From an optimization exercise on the open Yosys and OpenROAD flow, aimed at small area and a short achievable clock period; shortcuts taken in it are not production practice. The RTL was checked by simulation tests, not by an equivalence proof against the original design.

==> flow/design.v, too long to show whole: its modules and the start of the top module <==
// module mac_top: 1182 lines
module mac_top #(
   parameter int A_WIDTH = 18,
   parameter int B_WIDTH = 18,
   parameter int P_WIDTH = 48
) (
   input  logic                      clk,
   input  logic                      rst_n,
   input  logic signed [A_WIDTH-1:0] data_a,
   input  logic signed [B_WIDTH-1:0] data_b,
   input  mac_pkg::mac_op_e          op,
   input  logic                      activate_mac,
   output logic signed [P_WIDTH-1:0] data_p,
   output logic                      p_valid
);
  // ...
==> flow/run.sh <==
#!/bin/bash
# synth_recipe.tcl (not shown) runs the flow's synth.tcl, then flattens the netlist and writes it again
# the make line also repeats each setting of config.mk as NAME=value (left out here)
make -C /OpenROAD-flow-scripts/flow DESIGN_CONFIG=/design/flow/config.mk WORK_HOME=/design/flow/orfs CLKGATE_MAP_FILE= SYNTH_SCRIPT=/design/flow/synth_recipe.tcl finish
==> flow/config.mk <==
export PLATFORM = sky130hd
export DESIGN_NAME = mac_top
export DESIGN_NICKNAME = mac_top
export VERILOG_FILES = /design/flow/design.v
export SDC_FILE = /design/flow/constraint.sdc
export NUM_CORES = 4
export LEC_CHECK = 0
export CAP_MARGIN = 20
export CORE_MARGIN = 2
export CORE_UTILIZATION = 40
export SETUP_SLACK_MARGIN = 5
export SLEW_MARGIN = 20
==> flow/constraint.sdc <==
create_clock -name core_clock -period 10.0 [get_ports {clk}]
set_input_delay 2.0000 -clock core_clock [delete_from_list [all_inputs] [get_ports {clk}]]
set_output_delay 2.0000 -clock core_clock [all_outputs]
set_load 0.01 [all_outputs]
==> results.ini, run 1 <==
[status]
status = finished clean

[sta]
drv_slew = 0
fin_ws_ns = 4.266

[critical_path]
cp_common_cell = fa_1
slowest_stage = dfrtp_4
cp.depth = 19
cp.arrival_ns = 5.99

[finish]
diodes = 0
fin_cells = 1908
nets = 1769
largest_register_ffs = 48
seq_area_mm2 = 0.002425
final_cell_mix = 173 x inv_1, 171 x xnor2_1, 114 x a22oi_1, 108 x fa_1, 92 x buf_4
dominant_cells = multi-input combinational cells
drive_above_1_share = 0.2736
post-route-util = 0.5250

[placement]
hpwl_um = 27740

[drt]
wl_per_cell_um = 20.80
wl_met2_um = 18070

[worst_hold_path]
worstHoldEndpoint = pv_q$_DFF_PN0_

[synth]
synthTopCellsByArea = fa_1 23%, dfrtp_1 14%, xnor2_1 12%

[global_route]
grt_pass1_vias = 10813

==> run 2: changes to the inputs <==
--- a/flow/config.mk
+++ b/flow/config.mk
@@ -8,5 +8,4 @@
 export CAP_MARGIN = 20
 export CORE_MARGIN = 2
 export CORE_UTILIZATION = 40
-export SETUP_SLACK_MARGIN = 5
 export SLEW_MARGIN = 20
==> run 2 against run 1 <==
  * Sequential share of layout area is 1.6 points higher
  * First-iteration DRC count is 10% lower
  * Critical path depth is 1 higher
  * Non-clock buffer count is 104 lower
==> results.ini, run 2 <==
[critical_path]
endpoint = p_q[47]$_DFF_PN0_  ; was p_q[40]$_DFF_PN0_
cp.arrival_ns = 7.14  ; was 5.99 ns
cp-start-kind = flop  ; unchanged
r2r_setup_slack_ns = 3.16  ; was 4.27 ns
critPathLaunch = neg_q[7]$_DFF_P_  ; was one_q[0]$_DFF_PN0_
max_stage_delay_ns = 0.82  ; was 0.56 ns
r2r-start = neg_q[7]$_DFF_P_  ; was one_q[0]$_DFF_PN0_
crit_path_cell_trace = inv_1 -> xnor2_1 -> fa_1 -> fa_1 -> inv_1 -> fa_1 -> inv_1 -> fa_1 -> inv_1 -> ha_1 -> ha_1 -> and3_4 -> and2_1 -> a41oi_1 -> o31ai_1 -> o21ai_2 -> o21ai_1 -> or4b_1 -> a31oi_1 -> xnor2_1  ; was buf_6 -> a22oi_2 -> xor2_2 -> fa_2 -> inv_1 -> fa_1 -> fa_1 -> fa_1 -> ha_1 -> ha_4 -> and3_4 -> nand3_1 -> o211ai_1 -> a21oi_4 -> o31a_1 -> o41ai_4 -> buf_4 -> a31oi_2 -> xnor2_1
critical_path_buf_inv_count = 4  ; was 3
slowest_stage = dfxtp_1  ; was dfrtp_4
worst-path-max-fanout = 11  ; was 8
worstReg2RegEnd = p_q[47]$_DFF_PN0_  ; was p_q[40]$_DFF_PN0_
rr_worst_depth = 20  ; was 19
end_kind = flop  ; unchanged
critical_path_class = flop to flop  ; unchanged
cp.depth = 20  ; was 19
cp_top_family = adder cells  ; unchanged
worstPathRequired_ns = 10.30  ; was 10.25 ns

[finish]
n_fill_cell = 2969  ; was 2811
multiInputGateArea_mm2 = 0.009153  ; was 0.01053 mm2
final_cell_mix = 188 x inv_1, 178 x xnor2_1, 154 x a22oi_1, 145 x fa_1, 88 x clkdlybuf4s50_1  ; was 173 x inv_1, 171 x xnor2_1, 114 x a22oi_1, 108 x fa_1, 92 x buf_4
drive_above_1_share = 0.03281  ; was 0.2736
nets = 1665  ; was 1769
largestRegisters = p_q x48, a_q x18  ; unchanged
final_common_cell = inv_1  ; unchanged
top_register = p_q  ; unchanged
seq_area_mm2 = 0.002288  ; was 0.002425 mm2
post-route-util = 0.4460  ; was 0.5250
diodes = 0  ; unchanged
syn2layout_area_growth_pct = 10.70  ; was 30.32%
largest_register_ffs = 48  ; unchanged

[synth]
ys_types = 60  ; unchanged
synthCells = 1399  ; unchanged
synth.most_common_cell = inv_1  ; unchanged
syn-num-nets = 1667  ; unchanged
ys.flop_type = dfrtp_1  ; unchanged
synth_area_leader_cell = fa_1  ; unchanged
synth_seq_area_share = 0.1813  ; unchanged
synthTopCellsByArea = fa_1 23%, dfrtp_1 14%, xnor2_1 12%  ; unchanged
syn_area_per_cell_um2 = 9.016  ; unchanged
yosysTopAreaCellShare = 0.2301  ; unchanged
synth_edf_count = 0  ; unchanged
mappedNetlistArea_mm2 = 0.01261  ; unchanged
async_flop_share = 0.7113  ; unchanged
synthTopCellsByCount = 188 x inv_1, 178 x xnor2_1, 154 x a22oi_1, 145 x fa_1, 90 x clkbuf_1  ; unchanged
yosysWarnings = 1  ; unchanged
synth_seq_cells = 97  ; unchanged

[sta]
max_freq_mhz = 146.2  ; was 174.4 MHz
slew_headroom = 0.2940  ; was 0.3609
period_minus_slack_ns = 6.842  ; was 5.734 ns
setup_viol = 0  ; unchanged
hold_viol = 0  ; unchanged
drv_slew = 0  ; unchanged
post-route-period-util = 0.6842  ; was 0.5734
fin_skew_ns = 0.01760  ; was 0.01525 ns
worst_slew_pin_slew_ns = 1.058  ; was 0.9586 ns
rsz0062_at_grt = no  ; was yes
setup-tns-final_ns = 0  ; unchanged

[drt]
first_pass_iters = 6  ; was 5
wl_per_cell_um = 21.19  ; was 20.80 um
drc_errors = 0  ; unchanged
drt.antenna.violating_nets = 0  ; unchanged
drt_iter0_drc = 831  ; was 928
wl_um = 38230  ; was 39700 um
routed_via_density = 5.576  ; was 5.547
vias = 10060  ; was 10584

[job]
drv_cap = 0  ; unchanged

[die]
row_count = 65  ; unchanged
initial_core_util = 0.4028  ; unchanged
io_pins = 90  ; unchanged
die_area_mm2 = 0.03297  ; unchanged
die_width_um = 181.6  ; unchanged
core_area_mm2 = 0.03131  ; unchanged
die_y_um = 181.6  ; unchanged

[global_route]
grt_pass1_wl_um = 60830  ; was 61360 um
grt_usage = 0.2400  ; was 0.2408
grt_overflow_total = 0  ; unchanged
grt_start_max_net_pins = 70  ; unchanged
grt_pass1_vias = 10606  ; was 10813
antenna_found_initial = 0  ; unchanged

[worst_hold_path]
min_from = v_q$_DFF_PN0_  ; unchanged
min_path_type = flop to flop  ; unchanged

[clocking]
cts_resized = 0  ; was 224
clk_latency_ns = 0.38  ; about the same
clockRootBuffer = clkbuf_16  ; unchanged
clk_path_buf_depth = 2  ; unchanged
cts.sinks = 97  ; unchanged
post_cts_buffers = 0  ; was 76
cts_buffers = 9  ; unchanged
cts_tree = done  ; unchanged
cts_hold_buf = 0  ; unchanged
cts-htree-levels = 3  ; unchanged
clk_pin_slew_worst_paths_ns = 0.08  ; about the same

[placement]
gp_congestion = 0.9981  ; was 0.9194
hpwl_um = 28220  ; was 27740 um
port_buffers = 89  ; unchanged

[status]
status = finished clean  ; unchanged

## run 2: area by class of cell
class                   instances  area share
multi-input cells             995      0.6555
flip-flops and latches         97      0.1639
repair buffers                104     0.07168
inverters                     190     0.05108
well taps                     402     0.03602
clock buffers                  10     0.01711
clock inverters                 6    0.004749
## run 2: cell families after synthesis
logic type               count (synthesis)  synth area share
AO/OA/AOI/OAI                          327            0.1763
adder cells (fa/ha/maj)                227            0.3115
buffers and inverters                  307           0.09305
flip-flops                              97            0.1813
XOR/XNOR                               235            0.1632
AND/OR/NAND/NOR                        206           0.07469
## run 2: stage by stage
step / instances / setup slack [ns] / instance area [um2] / hold WS, ns
6_report: 1804 / 3.158 / 13960 / 0.3619
5_1_grt: 1804 / 2.855 / 13960 / 0.3801
4_1_cts: 1804 / 3.192 / 13960 / 0.3582
3_5_place_dp: 1788 / 3.231 / 13660 / 0.3492
3_3_place_gp: 1788 / 3.262 / 13660 / 0.3365
2_1_floorplan: 1399 / 3.853 / 12610 / 0.3312
## run 2: worst reg2reg max path, stage by stage, from the launching register on
cell	delay [ns]
dfxtp_1	0.82
inv_1	0.61
xnor2_1	0.31
fa_1	0.48
fa_1	0.51
inv_1	0.05
fa_1	0.55
inv_1	0.06
fa_1	0.53
inv_1	0.05
ha_1	0.28
ha_1	0.39
and3_4	0.20
and2_1	0.18
a41oi_1	0.22
o31ai_1	0.18
o21ai_2	0.33
o21ai_1	0.14
or4b_1	0.54
a31oi_1	0.21
xnor2_1	0.14
## run 2: worst min path at each step
stage / end / cells past startpoint / slack [ns]
final: pv_q$_DFF_PN0_ / 0 / 0.36
after CTS: pv_q$_DFF_PN0_ / 0 / 0.36
after global placement: pv_q$_DFF_PN0_ / 0 / 0.34
after detailed placement: pv_q$_DFF_PN0_ / 0 / 0.35
after floorplan: pv_q$_DFF_PN0_ / 0 / 0.33
after global routing: pv_q$_DFF_PN0_ / 0 / 0.38
## run 2: layer usage
metal / GRT usage / vias up / wire length, um
met2: 0.3776 / 502 / 17340
met1: 0.3318 / 4904 / 16230
li1: - / 4576 / -
met3: 0.03650 / 78 / 3470
met4: 0.09789 / 0 / 1181
met5: 0 / - / 0
==> run 3: changes to the inputs <==
--- a/flow/config.mk
+++ b/flow/config.mk
@@ -5,7 +5,9 @@
 export SDC_FILE = /design/flow/constraint.sdc
 export NUM_CORES = 4
 export LEC_CHECK = 0
+export ABC_AREA = 1
 export CAP_MARGIN = 20
 export CORE_MARGIN = 2
 export CORE_UTILIZATION = 40
+export SETUP_SLACK_MARGIN = 3
 export SLEW_MARGIN = 20
==> run 3 against run 2 <==
  * Highest routed layer unchanged
  * Synthesized cell count is 37% higher
  * Core utilization is 0.56 points higher
  * Routed wire length up 24%
  * Clock-buffer cell count unchanged
  * Non-clock buffer count shrank 11
  * Critical path type unchanged
  * Via count is 25% higher
  * Still clean
  * Final cell count rose by 35%
==> results.ini, run 3 <==
[status]
status = finished clean  ; unchanged

[placement]
port_buffers = 89  ; unchanged
gp_congestion = 0.9528  ; was 0.9981
pre_cts_ws_ns = 3.994  ; was 3.231 ns
hpwl_um = 37400  ; was 28220 um

[clocking]
clk_pin_slew_worst_paths_ns = 0.08  ; about the same
clk_latency_ns = 0.39  ; was 0.38 ns
cts_tree = done  ; unchanged
post_cts_buffers = 0  ; unchanged
cts-htree-levels = 3  ; unchanged
cts_buffers = 9  ; unchanged
clockRootBuffer = clkbuf_16  ; unchanged
cts_resized = 0  ; unchanged
cts_hold_buf = 0  ; unchanged
cts.sinks = 97  ; unchanged
clk_path_buf_depth = 2  ; unchanged

[die]
initial_core_util = 0.4066  ; was 0.4028
die_area_mm2 = 0.03671  ; was 0.03297 mm2
die_width_um = 191.6  ; was 181.6 um
io_pins = 90  ; unchanged
row_count = 68  ; was 65
core_area_mm2 = 0.03463  ; was 0.03131 mm2
die_y_um = 191.6  ; was 181.6 um

[sta]
worst_slew_pin_slew_ns = 0.9078  ; was 1.058 ns
setup-tns-final_ns = 0  ; unchanged
fin_ws_ns = 3.921  ; was 3.158 ns
fin_skew_ns = 0.01549  ; was 0.01760 ns
setup_viol = 0  ; unchanged
post-route-period-util = 0.6079  ; was 0.6842
rsz0062_at_grt = no  ; unchanged
drv_slew = 0  ; unchanged
max_freq_mhz = 164.5  ; was 146.2 MHz
hold_viol = 0  ; unchanged
slew_headroom = 0.3940  ; was 0.2940
period_minus_slack_ns = 6.079  ; was 6.842 ns

[job]
drv_cap = 0  ; unchanged

[synth]
yosysTopAreaCellShare = 0.2062  ; was 0.2301
synthTopCellsByArea = fa_1 21%, xor2_1 13%, nand2_1 12%  ; was fa_1 23%, dfrtp_1 14%, xnor2_1 12%
synth_seq_cells = 97  ; unchanged
synthCells = 1922  ; was 1399
synth.most_common_cell = nand2_1  ; was inv_1
mappedNetlistArea_mm2 = 0.01408  ; was 0.01261 mm2
yosysWarnings = 1  ; unchanged
syn-num-nets = 2190  ; was 1667
synth_seq_area_share = 0.1625  ; was 0.1813
async_flop_share = 0.7113  ; unchanged
synth_edf_count = 0  ; unchanged
syn_area_per_cell_um2 = 7.325  ; was 9.016 um2
ys.flop_type = dfrtp_1  ; unchanged
synth_area_leader_cell = fa_1  ; unchanged
synthTopCellsByCount = 464 x nand2_1, 413 x inv_1, 204 x xor2_1, 153 x o22ai_1, 145 x fa_1  ; was 188 x inv_1, 178 x xnor2_1, 154 x a22oi_1, 145 x fa_1, 90 x clkbuf_1
ys_types = 35  ; was 60

[global_route]
grt_pass1_vias = 12518  ; was 10606
grt_start_max_net_pins = 70  ; unchanged
antenna_found_initial = 0  ; unchanged
grt_usage = 0.2693  ; was 0.2400
grt_overflow_total = 0  ; unchanged
grt_pass1_wl_um = 73790  ; was 60830 um

[drt]
drc_errors = 0  ; unchanged
wl_per_cell_um = 19.54  ; was 21.19 um
vias = 12525  ; was 10060
routed_via_density = 5.156  ; was 5.576
first_pass_iters = 5  ; was 6
drt_iter0_drc = 1112  ; was 831
wl_um = 47460  ; was 38230 um
drt.antenna.violating_nets = 0  ; unchanged

[critical_path]
end_kind = flop  ; unchanged
cp-start-kind = flop  ; unchanged
worstPathRequired_ns = 10.28  ; was 10.30 ns
cp.arrival_ns = 6.36  ; was 7.14 ns
worst-path-max-fanout = 13  ; was 11
critical_path_class = flop to flop  ; unchanged

[worst_hold_path]
min_path_type = flop to flop  ; unchanged

[finish]
final_common_cell = nand2_1  ; was inv_1
nets = 2237  ; was 1665
multiInputGateArea_mm2 = 0.009817  ; was 0.009153 mm2
seq_area_mm2 = 0.002288  ; unchanged
largestRegisters = p_q x48, a_q x18  ; unchanged
drive_above_1_share = 0.04661  ; was 0.03281
largest_register_ffs = 48  ; unchanged
top_register = p_q  ; unchanged
syn2layout_area_growth_pct = 11.07  ; was 10.70%
diodes = 0  ; unchanged
n_fill_cell = 3580  ; was 2969
final_cell_mix = 464 x nand2_1, 413 x inv_1, 204 x xor2_1, 153 x o22ai_1, 145 x fa_1  ; was 188 x inv_1, 178 x xnor2_1, 154 x a22oi_1, 145 x fa_1, 88 x clkdlybuf4s50_1

[run 3: layer usage]
metal  vias up  part of all wire  track usage
li1       5921                 -            -
met1      5977              0.45       0.3799
met2       534              0.44       0.4150
met3        93             0.072      0.04714
met4         0             0.035      0.09408
met5         -                 0            0
[run 3: area by class of cell]
| type | count | area share |
|---|---|---|
| inverter | 463 | 0.1111 |
| clock inverter | 6 | 0.003681 |
| clock buffer | 10 | 0.01464 |
| tap | 455 | 0.03641 |
| multi-input combinational | 1305 | 0.6278 |
| timing repair buffer | 93 | 0.06001 |
| sequential | 97 | 0.1463 |
[run 3: stage by stage]
step	util	instances	hold slack, ns	area, um2
2_1_floorplan	-	1922	0.3312	14080
3_3_place_gp	0.4425	2412	0.3348	15320
3_5_place_dp	0.4425	2412	0.3462	15320
4_1_cts	0.4508	2428	0.3638	15610
5_1_grt	0.4516	2429	0.3705	15640
6_report	0.4516	2429	0.3612	15640
[run 3: critical path, stage by stage, from the launching register on]
cell      delay, ns
dfxtp_1        0.74
clkinv_1       0.82
xor2_1         0.45
fa_1           0.48
fa_1           0.42
fa_1           0.57
fa_1           0.44
fa_1           0.58
inv_1          0.06
ha_1           0.34
nand2_1        0.11
nor2_1         0.26
nand2_1        0.13
inv_1          0.15
nand2_1        0.08
nand3_2        0.11
nand2_1        0.10
nand3_1        0.07
nand2_1        0.05
[run 3: worst paths after layout]
check                                      start                end  slack (ns)  depth (start not counted)
worst max-delay path            neg_q[4]$_DFF_P_  p_q[38]$_DFF_PN0_        3.92                         18
worst min-delay path               v_q$_DFF_PN0_     pv_q$_DFF_PN0_        0.36                          0
worst max register to register  neg_q[4]$_DFF_P_  p_q[38]$_DFF_PN0_        3.92                         18
worst min register to register     v_q$_DFF_PN0_     pv_q$_DFF_PN0_        0.36                          0
max in group asynchronous                  rst_n  p_q[36]$_DFF_PN0_        7.89                          2
min in group asynchronous                  rst_n    act_q$_DFF_PN0_        1.52                          1
[run 3: cells by family after synthesis]
logic type               Yosys count  synth area share
AO/OA/AOI/OAI                    204           0.08879
XOR/XNOR                         206            0.1282
adder cells (fa/ha/maj)          227            0.2791
buffers and inverters            520            0.1402
AND/OR/NAND/NOR                  668            0.2013
flip-flops                        97            0.1625
==> run 4: changes to the inputs <==
--- a/flow/config.mk
+++ b/flow/config.mk
@@ -9,5 +9,5 @@
 export CAP_MARGIN = 20
 export CORE_MARGIN = 2
 export CORE_UTILIZATION = 40
-export SETUP_SLACK_MARGIN = 3
+export SETUP_SLACK_MARGIN = 5
 export SLEW_MARGIN = 20
==> run 4 against run 3 <==
  * Highest routed layer unchanged
  * Still clean
  * Largest cell class unchanged
  * Clock skew is 0.0019 ns lower
  * Critical path type unchanged
  * Non-clock buffer count is 106 higher
==> results.ini, run 4 <==
[status]
status = finished clean  ; unchanged

[clocking]
clockRootBuffer = clkbuf_16  ; unchanged
cts.sinks = 97  ; unchanged
clk_pin_slew_worst_paths_ns = 0.07  ; was 0.08 ns
clk_latency_ns = 0.39  ; about the same
cts_tree = done  ; unchanged
cts-htree-levels = 3  ; unchanged
cts_hold_buf = 0  ; unchanged
clk_path_buf_depth = 2  ; unchanged
cts_buffers = 9  ; unchanged

[synth]
synth_seq_area_share = 0.1625  ; unchanged
synth.most_common_cell = nand2_1  ; unchanged
synth_area_leader_cell = fa_1  ; unchanged
syn_area_per_cell_um2 = 7.325  ; unchanged
mappedNetlistArea_mm2 = 0.01408  ; unchanged
synth_seq_cells = 97  ; unchanged
synthTopCellsByArea = fa_1 21%, xor2_1 13%, nand2_1 12%  ; unchanged
yosysTopAreaCellShare = 0.2062  ; unchanged
syn-num-nets = 2190  ; unchanged
synthCells = 1922  ; unchanged
synthTopCellsByCount = 464 x nand2_1, 413 x inv_1, 204 x xor2_1, 153 x o22ai_1, 145 x fa_1  ; unchanged
synth_edf_count = 0  ; unchanged
async_flop_share = 0.7113  ; unchanged
ys.flop_type = dfrtp_1  ; unchanged
yosysWarnings = 1  ; unchanged
ys_types = 35  ; unchanged

[finish]
seq_area_mm2 = 0.002332  ; was 0.002288 mm2
n_fill_cell = 3380  ; was 3580
final_cell_mix = 442 x nand2_1, 405 x inv_1, 195 x xor2_1, 135 x o22ai_1, 130 x fa_1  ; was 464 x nand2_1, 413 x inv_1, 204 x xor2_1, 153 x o22ai_1, 145 x fa_1
diodes = 0  ; unchanged
final_common_cell = nand2_1  ; unchanged
fin_cells = 2538  ; was 2429
syn2layout_area_growth_pct = 23.70  ; was 11.07%
drive_above_1_share = 0.1776  ; was 0.04661
largestRegisters = p_q x48, a_q x18  ; unchanged
multiInputGateArea_mm2 = 0.01045  ; was 0.009817 mm2
top_register = p_q  ; unchanged
largest_register_ffs = 48  ; unchanged
nets = 2346  ; was 2237

[drt]
wl_per_cell_um = 19.78  ; was 19.54 um
drc_errors = 0  ; unchanged
drt_iter0_drc = 1127  ; was 1112
wl_um = 50200  ; was 47460 um
first_pass_iters = 6  ; was 5
drt.antenna.violating_nets = 0  ; unchanged
routed_via_density = 5.165  ; was 5.156
vias = 13108  ; was 12525

[critical_path]
r2r_setup_slack_ns = 5.11  ; was 3.92 ns
critical_path_class = flop to flop  ; unchanged
cp.arrival_ns = 5.17  ; was 6.36 ns
end_kind = flop  ; unchanged
r2r-start = one_q[1]$_DFF_PN0_  ; was neg_q[4]$_DFF_P_
critPathLaunch = one_q[1]$_DFF_PN0_  ; was neg_q[4]$_DFF_P_
worst-path-max-fanout = 8  ; was 13
worstPathRequired_ns = 10.28  ; about the same
cp-start-kind = flop  ; unchanged

[sta]
setup-tns-final_ns = 0  ; unchanged
drv_slew = 0  ; unchanged
slew_headroom = 0.3357  ; was 0.3940
hold_viol = 0  ; unchanged
post-route-period-util = 0.4895  ; was 0.6079
period_minus_slack_ns = 4.895  ; was 6.079 ns
setup_viol = 0  ; unchanged
worst_slew_pin_slew_ns = 0.9965  ; was 0.9078 ns
fin_skew_ns = 0.01361  ; was 0.01549 ns
max_freq_mhz = 204.3  ; was 164.5 MHz
rsz0062_at_grt = no  ; unchanged

[placement]
port_buffers = 89  ; unchanged
gp_congestion = 0.9528  ; unchanged
hpwl_um = 37400  ; unchanged
dp.cells = 2412  ; unchanged

[global_route]
met1_usage = 0.3830  ; was 0.3799
grt_start_max_net_pins = 70  ; unchanged
antenna_found_initial = 0  ; unchanged
grt_pass1_vias = 12802  ; was 12518
use_met2 = 0.4272  ; was 0.4150
grt_pass1_wl_um = 75600  ; was 73790 um
grtUsageMet3 = 0.04641  ; was 0.04714
grt_overflow_total = 0  ; unchanged
grt_usage = 0.2761  ; was 0.2693
top_usage_layer = met2  ; unchanged

[job]
drv_cap = 0  ; unchanged

[die]
row_count = 68  ; unchanged
io_pins = 90  ; unchanged
die_width_um = 191.6  ; unchanged
initial_core_util = 0.4066  ; unchanged
die_y_um = 191.6  ; unchanged
die_area_mm2 = 0.03671  ; unchanged
core_area_mm2 = 0.03463  ; unchanged

[worst_hold_path]
min_from = v_q$_DFF_PN0_  ; unchanged
min_path_type = flop to flop  ; unchanged

-- run 4: routing by layer --
| layer | share of wire | wire length (um) |
|---|---|---|
| met5 | 0 | 0 |
| met4 | 0.046 | 2292 |
| met3 | 0.073 | 3645 |
| met2 | 0.44 | 22230 |
| met1 | 0.44 | 22040 |
-- run 4: final cells by class --
| type | count | share of cell area |
|---|---|---|
| Multi-Input combinational cell | 1305 | 0.6000 |
| Sequential cell | 97 | 0.1339 |
| Inverter | 463 | 0.1122 |
| Timing Repair Buffer | 199 | 0.1038 |
| Tap cell | 455 | 0.03269 |
| Clock buffer | 10 | 0.01315 |
| Clock inverter | 6 | 0.003305 |
| Timing Repair inverter | 3 | 0.0008621 |
-- run 4: critical path, cell delays in order (launching register included) --
cell and delay (ns):
dfrtp_1 0.43, clkinv_4 0.14, o22ai_1 0.28, xor2_1 0.35, fa_1 0.26, inv_2 0.05, fa_1 0.36, inv_1 0.09
fa_2 0.43, inv_1 0.09, fa_1 0.44, fa_2 0.58, inv_2 0.05, ha_4 0.31, nand2_4 0.08, nor2_4 0.13
inv_1 0.07, nor2_4 0.16, nand3b_1 0.13, nand3_2 0.13, nand2_1 0.09, nand3_1 0.08, nand2_1 0.05
-- run 4: final timing paths --
kind,cells past startpoint,to
max,22,p_q[36]$_DFF_PN0_
min,0,pv_q$_DFF_PN0_
max reg2reg,22,p_q[36]$_DFF_PN0_
min reg2reg,0,pv_q$_DFF_PN0_
max in group asynchronous,1,one_q[7]$_DFF_PN0_
min in group asynchronous,1,p_q[8]$_DFF_PN0_
-- run 4: cells by family after synthesis --
kind of cell	after synthesis	synth area share
DFF	97	0.1625
buffers and inverters	520	0.1402
and+or+nand+nor	668	0.2013
xor gates and xnor gates	206	0.1282
AOI/OAI and AO/OA	204	0.08879
adders and majority gates	227	0.2791
-- run 4: stage by stage --
stage | instance area, um2 | util | setup slack, ns | hold slack (ns)
global placement | 15320 | 0.4425 | 3.977 | 0.3348
floorplan | 14080 | - | 5.219 | 0.3312
detailed placement | 15320 | 0.4425 | 3.994 | 0.3462
finish | 17420 | 0.5029 | 5.105 | 0.3585
global route | 17420 | 0.5029 | 4.947 | 0.3704
CTS | 16210 | 0.4680 | 4.970 | 0.3638
-- run 4: what timing repair did --
action | CTS | global route
buffers inserted | 39 | 68
pin swaps | 3 | 33
endpoints found under the setup margin | 37 | 35
cloned | 0 | 3
gates resized for setup | 111 | 149
==> run 5: changes to the inputs <==
--- a/flow/config.mk
+++ b/flow/config.mk
@@ -9,5 +9,4 @@
 export CAP_MARGIN = 20
 export CORE_MARGIN = 2
 export CORE_UTILIZATION = 40
-export SETUP_SLACK_MARGIN = 5
 export SLEW_MARGIN = 20
==> run 5 against run 4 <==
  * Final cell count is 4.3% lower
  * Register-to-register slack worse by 1.2 ns
  * Routed wire length is 5.5% lower
  * Flip-flop and latch count stayed put
  * First-iteration DRC count is 1.3% lower
  * Largest cell class unchanged
  * Still clean
  * Non-clock buffer count is 106 lower
  * Clock skew is 0.0019 ns higher
  * Via count is 4.4% lower
==> results.ini, run 5 <==
[status]
status = finished clean  ; unchanged

[clocking]
cts_hold_buf = 0  ; unchanged
cts_buffers = 9  ; unchanged
cts.sinks = 97  ; unchanged
clockRootBuffer = clkbuf_16  ; unchanged
cts-htree-levels = 3  ; unchanged
post_cts_buffers = 0  ; was 39
cts_tree = done  ; unchanged
clk_latency_ns = 0.39  ; about the same
clk_pin_slew_worst_paths_ns = 0.08  ; was 0.07 ns
cts_resized = 0  ; was 111
clk_path_buf_depth = 2  ; unchanged

[finish]
nets = 2237  ; was 2346
n_fill_cell = 3580  ; was 3380
final_cell_mix = 464 x nand2_1, 413 x inv_1, 204 x xor2_1, 153 x o22ai_1, 145 x fa_1  ; was 442 x nand2_1, 405 x inv_1, 195 x xor2_1, 135 x o22ai_1, 130 x fa_1
drive_above_1_share = 0.04661  ; was 0.1776
syn2layout_area_growth_pct = 11.07  ; was 23.70%
seq_area_mm2 = 0.002288  ; was 0.002332 mm2
diodes = 0  ; unchanged
final_common_cell = nand2_1  ; unchanged
largestRegisters = p_q x48, a_q x18  ; unchanged
top_register = p_q  ; unchanged
multiInputGateArea_mm2 = 0.009817  ; was 0.01045 mm2
largest_register_ffs = 48  ; unchanged

[synth]
yosysTopAreaCellShare = 0.2062  ; unchanged
async_flop_share = 0.7113  ; unchanged
mappedNetlistArea_mm2 = 0.01408  ; unchanged
syn-num-nets = 2190  ; unchanged
synth_area_leader_cell = fa_1  ; unchanged
ys_types = 35  ; unchanged
syn_area_per_cell_um2 = 7.325  ; unchanged
synth_seq_area_share = 0.1625  ; unchanged
synth_edf_count = 0  ; unchanged
synthCells = 1922  ; unchanged
synthTopCellsByCount = 464 x nand2_1, 413 x inv_1, 204 x xor2_1, 153 x o22ai_1, 145 x fa_1  ; unchanged
synth.most_common_cell = nand2_1  ; unchanged
ys.flop_type = dfrtp_1  ; unchanged
synth_seq_cells = 97  ; unchanged
synthTopCellsByArea = fa_1 21%, xor2_1 13%, nand2_1 12%  ; unchanged
yosysWarnings = 1  ; unchanged

[die]
initial_core_util = 0.4066  ; unchanged
row_count = 68  ; unchanged
die_y_um = 191.6  ; unchanged
die_area_mm2 = 0.03671  ; unchanged
core_area_mm2 = 0.03463  ; unchanged
die_width_um = 191.6  ; unchanged
io_pins = 90  ; unchanged

[sta]
drv_slew = 0  ; unchanged
setup_viol = 0  ; unchanged
max_freq_mhz = 164.5  ; was 204.3 MHz
post-route-period-util = 0.6079  ; was 0.4895
period_minus_slack_ns = 6.079  ; was 4.895 ns
setup-tns-final_ns = 0  ; unchanged
fin_ws_ns = 3.921  ; was 5.105 ns
slew_headroom = 0.3940  ; was 0.3357
rsz0062_at_grt = no  ; unchanged
worst_slew_pin_slew_ns = 0.9078  ; was 0.9965 ns
fin_skew_ns = 0.01549  ; was 0.01361 ns
hold_viol = 0  ; unchanged

[drt]
wl_per_cell_um = 19.54  ; was 19.78 um
drt.antenna.violating_nets = 0  ; unchanged
vias = 12525  ; was 13108
routed_via_density = 5.156  ; was 5.165
drt_iter0_drc = 1112  ; was 1127
first_pass_iters = 5  ; was 6
drc_errors = 0  ; unchanged
wl_um = 47460  ; was 50200 um

[placement]
gp_congestion = 0.9528  ; unchanged
hpwl_um = 37400  ; unchanged
port_buffers = 89  ; unchanged
pre_cts_ws_ns = 3.994  ; unchanged

[critical_path]
crit_path_cell_trace = clkinv_1 -> xor2_1 -> fa_1 -> fa_1 -> fa_1 -> fa_1 -> fa_1 -> inv_1 -> ha_1 -> nand2_1 -> nor2_1 -> nand2_1 -> inv_1 -> nand2_1 -> nand3_2 -> nand2_1 -> nand3_1 -> nand2_1  ; was clkinv_4 -> o22ai_1 -> xor2_1 -> fa_1 -> inv_2 -> fa_1 -> inv_1 -> fa_2 -> inv_1 -> fa_1 -> fa_2 -> inv_2 -> ha_4 -> nand2_4 -> nor2_4 -> inv_1 -> nor2_4 -> nand3b_1 -> nand3_2 -> nand2_1 -> nand3_1 -> nand2_1
cp.arrival_ns = 6.36  ; was 5.17 ns
critical_path_class = flop to flop  ; unchanged
r2r-start = neg_q[4]$_DFF_P_  ; was one_q[1]$_DFF_PN0_
rr_worst_depth = 18  ; was 22
endpoint = p_q[38]$_DFF_PN0_  ; was p_q[36]$_DFF_PN0_
r2r_setup_slack_ns = 3.92  ; was 5.11 ns
end_kind = flop  ; unchanged
critPathLaunch = neg_q[4]$_DFF_P_  ; was one_q[1]$_DFF_PN0_
cp-start-kind = flop  ; unchanged
worstPathRequired_ns = 10.28  ; about the same
worst-path-max-fanout = 13  ; was 8
max_stage_delay_ns = 0.82  ; was 0.58 ns
worstReg2RegEnd = p_q[38]$_DFF_PN0_  ; was p_q[36]$_DFF_PN0_
slowest_stage = clkinv_1  ; was fa_2

[worst_hold_path]
min_path_type = flop to flop  ; unchanged

[job]
drv_cap = 0  ; unchanged

[global_route]
grt_start_max_net_pins = 70  ; unchanged
grt_pass1_vias = 12518  ; was 12802
grt_pass1_wl_um = 73790  ; was 75600 um
grt_usage = 0.2693  ; was 0.2761
grt_overflow_total = 0  ; unchanged
antenna_found_initial = 0  ; unchanged

-- run 5: cell families (layout without fill, tap and decap cells) --
group                      count (synthesis)  in the layout  share of synthesized area
and+or+nand+nor                          668            668                     0.2013
buffers and inverters                    520            572                     0.1402
xor gates and xnor gates                 206            206                     0.1282
adders and majority gates                227            227                     0.2791
AOI/OAI and AO/OA                        204            204                    0.08879
DFF                                       97             97                     0.1625
-- run 5: layout make-up --
class	instances	area share
multi-input combinational	1305	0.6278
inverter	463	0.1111
clock buffer	10	0.01464
sequential	97	0.1463
clock inverter	6	0.003681
tap	455	0.03641
timing repair buffer	93	0.06001
-- run 5: critical path, delay by kind of cell (launching register included) --
kind                       cells  cell delay, ns
xor gates and xnor gates       1            0.45
adders and majority gates      6            2.83
buffers and inverters          3            1.03
DFF                            1            0.74
and+or+nand+nor                8            0.91
-- run 5: worst min path at each step --
stage	startpoint	end	slack [ns]	depth (start not counted)
floorplan	v_q$_DFF_PN0_	pv_q$_DFF_PN0_	0.33	0
global placement	v_q$_DFF_PN0_	pv_q$_DFF_PN0_	0.33	0
detailed placement	v_q$_DFF_PN0_	pv_q$_DFF_PN0_	0.35	0
CTS	v_q$_DFF_PN0_	pv_q$_DFF_PN0_	0.36	0
global route	v_q$_DFF_PN0_	pv_q$_DFF_PN0_	0.37	0
finish	v_q$_DFF_PN0_	pv_q$_DFF_PN0_	0.36	0
-- run 5: layer usage --
metal / global-route usage / vias up / part of all wire
li1: - / 5921 / -
met1: 0.3799 / 5977 / 0.45
met2: 0.4150 / 534 / 0.44
met3: 0.04714 / 93 / 0.072
met4: 0.09408 / 0 / 0.035
met5: 0 / - / 0
-- run 5: metrics by stage --
step,hold slack (ns),instances,utilization,instance area (um2)
after floorplan,0.3312,1922,-,14080
after global placement,0.3348,2412,0.4425,15320
after global routing,0.3705,2429,0.4516,15640
after detailed placement,0.3462,2412,0.4425,15320
after CTS,0.3638,2428,0.4508,15610
final,0.3612,2429,0.4516,15640
==> run 6: changes to the inputs <==
==> flow/flow/run.sh (new file) <==
#!/bin/bash
# Standard layout, with Yosys's synth run without its early ABC pass
# (-noabc) so the full adders keep their polarity.
cp standard.sh standard_copy.txt
export SYNTH_ARGS="-noabc"
bash standard.sh > standard.log 2>&1
==> flow/standard.sh (new file) <==
#!/bin/bash
# synth_recipe.tcl (not shown) runs the flow's synth.tcl, then flattens the netlist and writes it again
# the make line also repeats each setting of config.mk as NAME=value (left out here)
make -C /OpenROAD-flow-scripts/flow DESIGN_CONFIG=/design/flow/config.mk WORK_HOME=/design/flow/orfs CLKGATE_MAP_FILE= SYNTH_SCRIPT=/design/flow/synth_recipe.tcl "${@:-finish}"
--- a/flow/config.mk
+++ b/flow/config.mk
@@ -5,7 +5,7 @@
 export SDC_FILE = /design/flow/constraint.sdc
 export NUM_CORES = 4
 export LEC_CHECK = 0
-export ABC_AREA = 1
+export ABC_AREA = 0
 export CAP_MARGIN = 20
 export CORE_MARGIN = 2
 export CORE_UTILIZATION = 40
removed: flow/run.sh
==> run 6 against run 5 <==
  * Still clean
  * Worst hold slack got worse by 0.0067 ns
  * Register-to-register slack got worse by 0.80 ns
  * Clock-buffer cell count unchanged
  * Die area decreased by 14%
  * Clock skew decreased by 0.0040 ns
  * Routed wire length decreased by 24%
  * Setup slack got worse by 0.80 ns
==> results.ini, run 6 <==
[critical_path]
cp_common_cell = fa_1
cp.arrival_ns = 7.13  ; was 6.36 ns
max_stage_delay_ns = 0.77  ; was 0.82 ns
cp-start-kind = flop  ; unchanged
critical_path_class = flop to flop  ; unchanged
critical_path_buf_inv_count = 0  ; was 3
critPathLaunch = a_q[14]$_DFF_P_  ; was neg_q[4]$_DFF_P_
rr_worst_depth = 18  ; unchanged
r2r_setup_slack_ns = 3.12  ; was 3.92 ns
cp_top_family = adder cells  ; unchanged
crit_path_cell_trace = a22oi_1 -> xnor2_1 -> fa_1 -> fa_1 -> fa_1 -> fa_1 -> fa_1 -> fa_1 -> ha_1 -> a21oi_1 -> o21ai_0 -> a21oi_1 -> o211ai_1 -> a31oi_1 -> o41ai_2 -> o211ai_2 -> mux2_2 -> and4_1  ; was clkinv_1 -> xor2_1 -> fa_1 -> fa_1 -> fa_1 -> fa_1 -> fa_1 -> inv_1 -> ha_1 -> nand2_1 -> nor2_1 -> nand2_1 -> inv_1 -> nand2_1 -> nand3_2 -> nand2_1 -> nand3_1 -> nand2_1
worstReg2RegEnd = p_q[45]$_DFF_PN0_  ; was p_q[38]$_DFF_PN0_
worst-path-max-fanout = 18  ; was 13
r2r-start = a_q[14]$_DFF_P_  ; was neg_q[4]$_DFF_P_
end_kind = flop  ; unchanged
worstPathRequired_ns = 10.25  ; was 10.28 ns
slowest_stage = dfxtp_1  ; was clkinv_1

[synth]
synth_edf_count = 0  ; unchanged
async_flop_share = 0.7113  ; unchanged
ys.flop_type = dfrtp_1  ; unchanged
yosysTopAreaCellShare = 0.2399  ; was 0.2062
synthTopCellsByArea = fa_1 24%, dfrtp_1 14%, xnor2_1 14%  ; was fa_1 21%, xor2_1 13%, nand2_1 12%
mappedNetlistArea_mm2 = 0.01210  ; was 0.01408 mm2
yosysWarnings = 1  ; unchanged
syn_area_per_cell_um2 = 9.711  ; was 7.325 um2
syn-num-nets = 1514  ; was 2190
synthTopCellsByCount = 196 x xnor2_1, 153 x a22oi_1, 145 x fa_1, 85 x clkbuf_1, 82 x ha_1  ; was 464 x nand2_1, 413 x inv_1, 204 x xor2_1, 153 x o22ai_1, 145 x fa_1
synth.most_common_cell = xnor2_1  ; was nand2_1
synthCells = 1246  ; was 1922
synth_seq_cells = 97  ; unchanged
ys_types = 57  ; was 35
synth_area_leader_cell = fa_1  ; unchanged
synth_seq_area_share = 0.1890  ; was 0.1625

[clocking]
cts_hold_buf = 0  ; unchanged
cts-htree-levels = 3  ; unchanged
post_cts_buffers = 0  ; unchanged
cts_resized = 0  ; unchanged
cts_buffers = 9  ; unchanged
clk_latency_ns = 0.37  ; was 0.39 ns
cts_tree = done  ; unchanged
clk_pin_slew_worst_paths_ns = 0.08  ; about the same
clk_path_buf_depth = 2  ; unchanged
cts.sinks = 97  ; unchanged
clockRootBuffer = clkbuf_16  ; unchanged

[placement]
gp_congestion = 0.8988  ; was 0.9528
port_buffers = 89  ; unchanged
hpwl_um = 27830  ; was 37400 um
pre_cts_ws_ns = 3.219  ; was 3.994 ns

[global_route]
grt_start_max_net_pins = 70  ; unchanged
grt_pass1_wl_um = 56440  ; was 73790 um
grt_pass1_vias = 9832  ; was 12518
use_met2 = 0.3884  ; was 0.4150
met1_usage = 0.3198  ; was 0.3799
grt_overflow_total = 0  ; unchanged
top_usage_layer = met2  ; unchanged
grt_usage = 0.2356  ; was 0.2693
antenna_found_initial = 0  ; unchanged
grtUsageMet3 = 0.04284  ; was 0.04714

[worst_hold_path]
worstHoldEndpoint = pv_q$_DFF_PN0_  ; unchanged
whs_path_depth = 0  ; unchanged
min_path_type = flop to flop  ; unchanged
min_from = v_q$_DFF_PN0_  ; unchanged

[finish]
multiInputGateArea_mm2 = 0.009184  ; was 0.009817 mm2
largestRegisters = p_q x48, a_q x18  ; unchanged
post-route-util = 0.4525  ; was 0.4516
top_register = p_q  ; unchanged
drive_above_1_share = 0.03680  ; was 0.04661
largest_register_ffs = 48  ; unchanged
n_fill_cell = 2799  ; was 3580
final_cell_mix = 196 x xnor2_1, 153 x a22oi_1, 145 x fa_1, 88 x clkdlybuf4s50_1, 82 x ha_1  ; was 464 x nand2_1, 413 x inv_1, 204 x xor2_1, 153 x o22ai_1, 145 x fa_1
syn2layout_area_growth_pct = 11.14  ; was 11.07%
diodes = 0  ; unchanged
final_common_cell = xnor2_1  ; was nand2_1
nets = 1513  ; was 2237
seq_area_mm2 = 0.002288  ; unchanged

[sta]
max_freq_mhz = 145.3  ; was 164.5 MHz
worst_slew_pin_slew_ns = 0.9520  ; was 0.9078 ns
setup-tns-final_ns = 0  ; unchanged
drv_slew = 0  ; unchanged
setup_viol = 0  ; unchanged
holdWs_ns = 0.3545  ; was 0.3612 ns
fin_skew_ns = 0.01144  ; was 0.01549 ns
hold_viol = 0  ; unchanged
rsz0062_at_grt = no  ; unchanged
fin_ws_ns = 3.117  ; was 3.921 ns
period_minus_slack_ns = 6.883  ; was 6.079 ns
slew_headroom = 0.3653  ; was 0.3940
post-route-period-util = 0.6883  ; was 0.6079

[drt]
drt.antenna.violating_nets = 0  ; unchanged
wl_per_cell_um = 21.91  ; was 19.54 um
drt_iter0_drc = 784  ; was 1112
routed_via_density = 5.768  ; was 5.156
drc_errors = 0  ; unchanged
wl_um = 35930  ; was 47460 um
vias = 9459  ; was 12525
first_pass_iters = 8  ; was 5

[die]
io_pins = 90  ; unchanged
die_width_um = 177.9  ; was 191.6 um
core_area_mm2 = 0.02972  ; was 0.03463 mm2
initial_core_util = 0.4072  ; was 0.4066
row_count = 63  ; was 68
die_y_um = 177.9  ; was 191.6 um
die_area_mm2 = 0.03166  ; was 0.03671 mm2

[status]
status = finished clean  ; unchanged

[job]
drv_cap = 0  ; unchanged

## run 6: changes by cell type after synthesis, moves of 20 or more
| cell | change |
|---|---|
| clkbuf_1 | +52 |
| a21oi_1 | +39 |
| xnor2_1 | +194 |
| nand2_1 | -386 |
| nand3_1 | -20 |
| inv_1 | -357 |
| o21ai_0 | +32 |
| nor2_2 | -25 |
| xor2_1 | -170 |
| nor2_1 | -57 |
| a22oi_1 | +153 |
| o22ai_1 | -153 |
| clkinv_1 | -39 |
## run 6: routing by layer
| layer | wire [um] | up-vias | part of all wire |
|---|---|---|---|
| met5 | 0 | - | 0 |
| met4 | 814 | 0 | 0.023 |
| met3 | 2607 | 52 | 0.073 |
| met2 | 17080 | 393 | 0.48 |
| met1 | 15420 | 4736 | 0.43 |
| li1 | - | 4278 | - |
## run 6: kinds of logic (layout without fill, tap and decap cells)
family                     Yosys count  in the layout  synth area share
xor gates and xnor gates           230            230            0.1665
and+or+nand+nor                    204            204           0.08758
buffers and inverters              167            171           0.05201
adders and majority gates          227            227            0.3247
muxes                                3              3          0.002688
AOI/OAI and AO/OA                  318            318            0.1775
DFF                                 97             97            0.1890
## run 6: through the flow
stage	cell area, um2	std cells
final	13450	1640
after global routing	13450	1640
after CTS	13450	1640
after detailed placement	13130	1624
after global placement	13130	1624
after floorplan	12100	1246
## run 6: cell type report
type                    instances  share of cell area
clock buffers                  10             0.01703
well taps                     390             0.03629
flip-flops and latches         97              0.1702
multi-input cells             982              0.6829
inverters                      56             0.01563
clock inverters                 6            0.006327
repair buffers                 99             0.07164
## run 6: worst max-delay path by stage
stage               slack (ns)  cells past startpoint           endpoint
global route              2.84                     18  p_q[41]$_DFF_PN0_
CTS                       3.20                     18  p_q[41]$_DFF_PN0_
detailed placement        3.22                     18  p_q[41]$_DFF_PN0_
floorplan                 3.63                     19  p_q[47]$_DFF_PN0_
global placement          3.26                     18  p_q[45]$_DFF_PN0_
finish                    3.12                     18  p_q[45]$_DFF_PN0_
## run 6: worst reg2reg max path, stage by stage (launching register included)
cell      delay (ns)
dfxtp_1         0.77
a22oi_1         0.22
xnor2_1         0.20
fa_1            0.54
fa_1            0.45
fa_1            0.47
fa_1            0.50
fa_1            0.40
fa_1            0.47
ha_1            0.39
a21oi_1         0.25
o21ai_0         0.18
a21oi_1         0.15
o211ai_1        0.09
a31oi_1         0.61
o41ai_2         0.22
o211ai_2        0.34
mux2_2          0.37
and4_1          0.15

what the ideal ports hide:
The results above use ideal ports. As a check the final layouts listed here were re-extracted and re-timed, cells and wires unchanged. Step 1: set_driving_cell puts a clkbuf_16 on clk and a buf_2 on each other input, an assumption about the parent block. Step 2 moves the port delays by t, midway between the first and last clock arrival at a register: inputs arrive t later, outputs are due t later. That takes back most of the time a late clock gives input paths. Slacks: ideal / step 1 / step 2; pairs: ideal / step 1.
| run | t (ns) | setup WS [ns] | worst register clock-pin slew, ns |
|---|---|---|---|
| run 1 | 0.420 | 4.266 / 4.266 / 4.266 | 0.09 / 0.09 |
| run 2 | 0.417 | 3.158 / 3.158 / 3.158 | 0.09 / 0.09 |
| run 3 | 0.426 | 3.921 / 3.921 / 3.921 | 0.09 / 0.09 |
| run 4 | 0.430 | 5.105 / 5.105 / 5.105 | 0.09 / 0.09 |
| run 5 | 0.426 | 3.921 / 3.921 / 3.921 | 0.09 / 0.09 |
| run 6 | 0.407 | 3.117 / 3.117 / 3.117 | 0.09 / 0.09 |
After both steps every run listed still meets setup and hold.
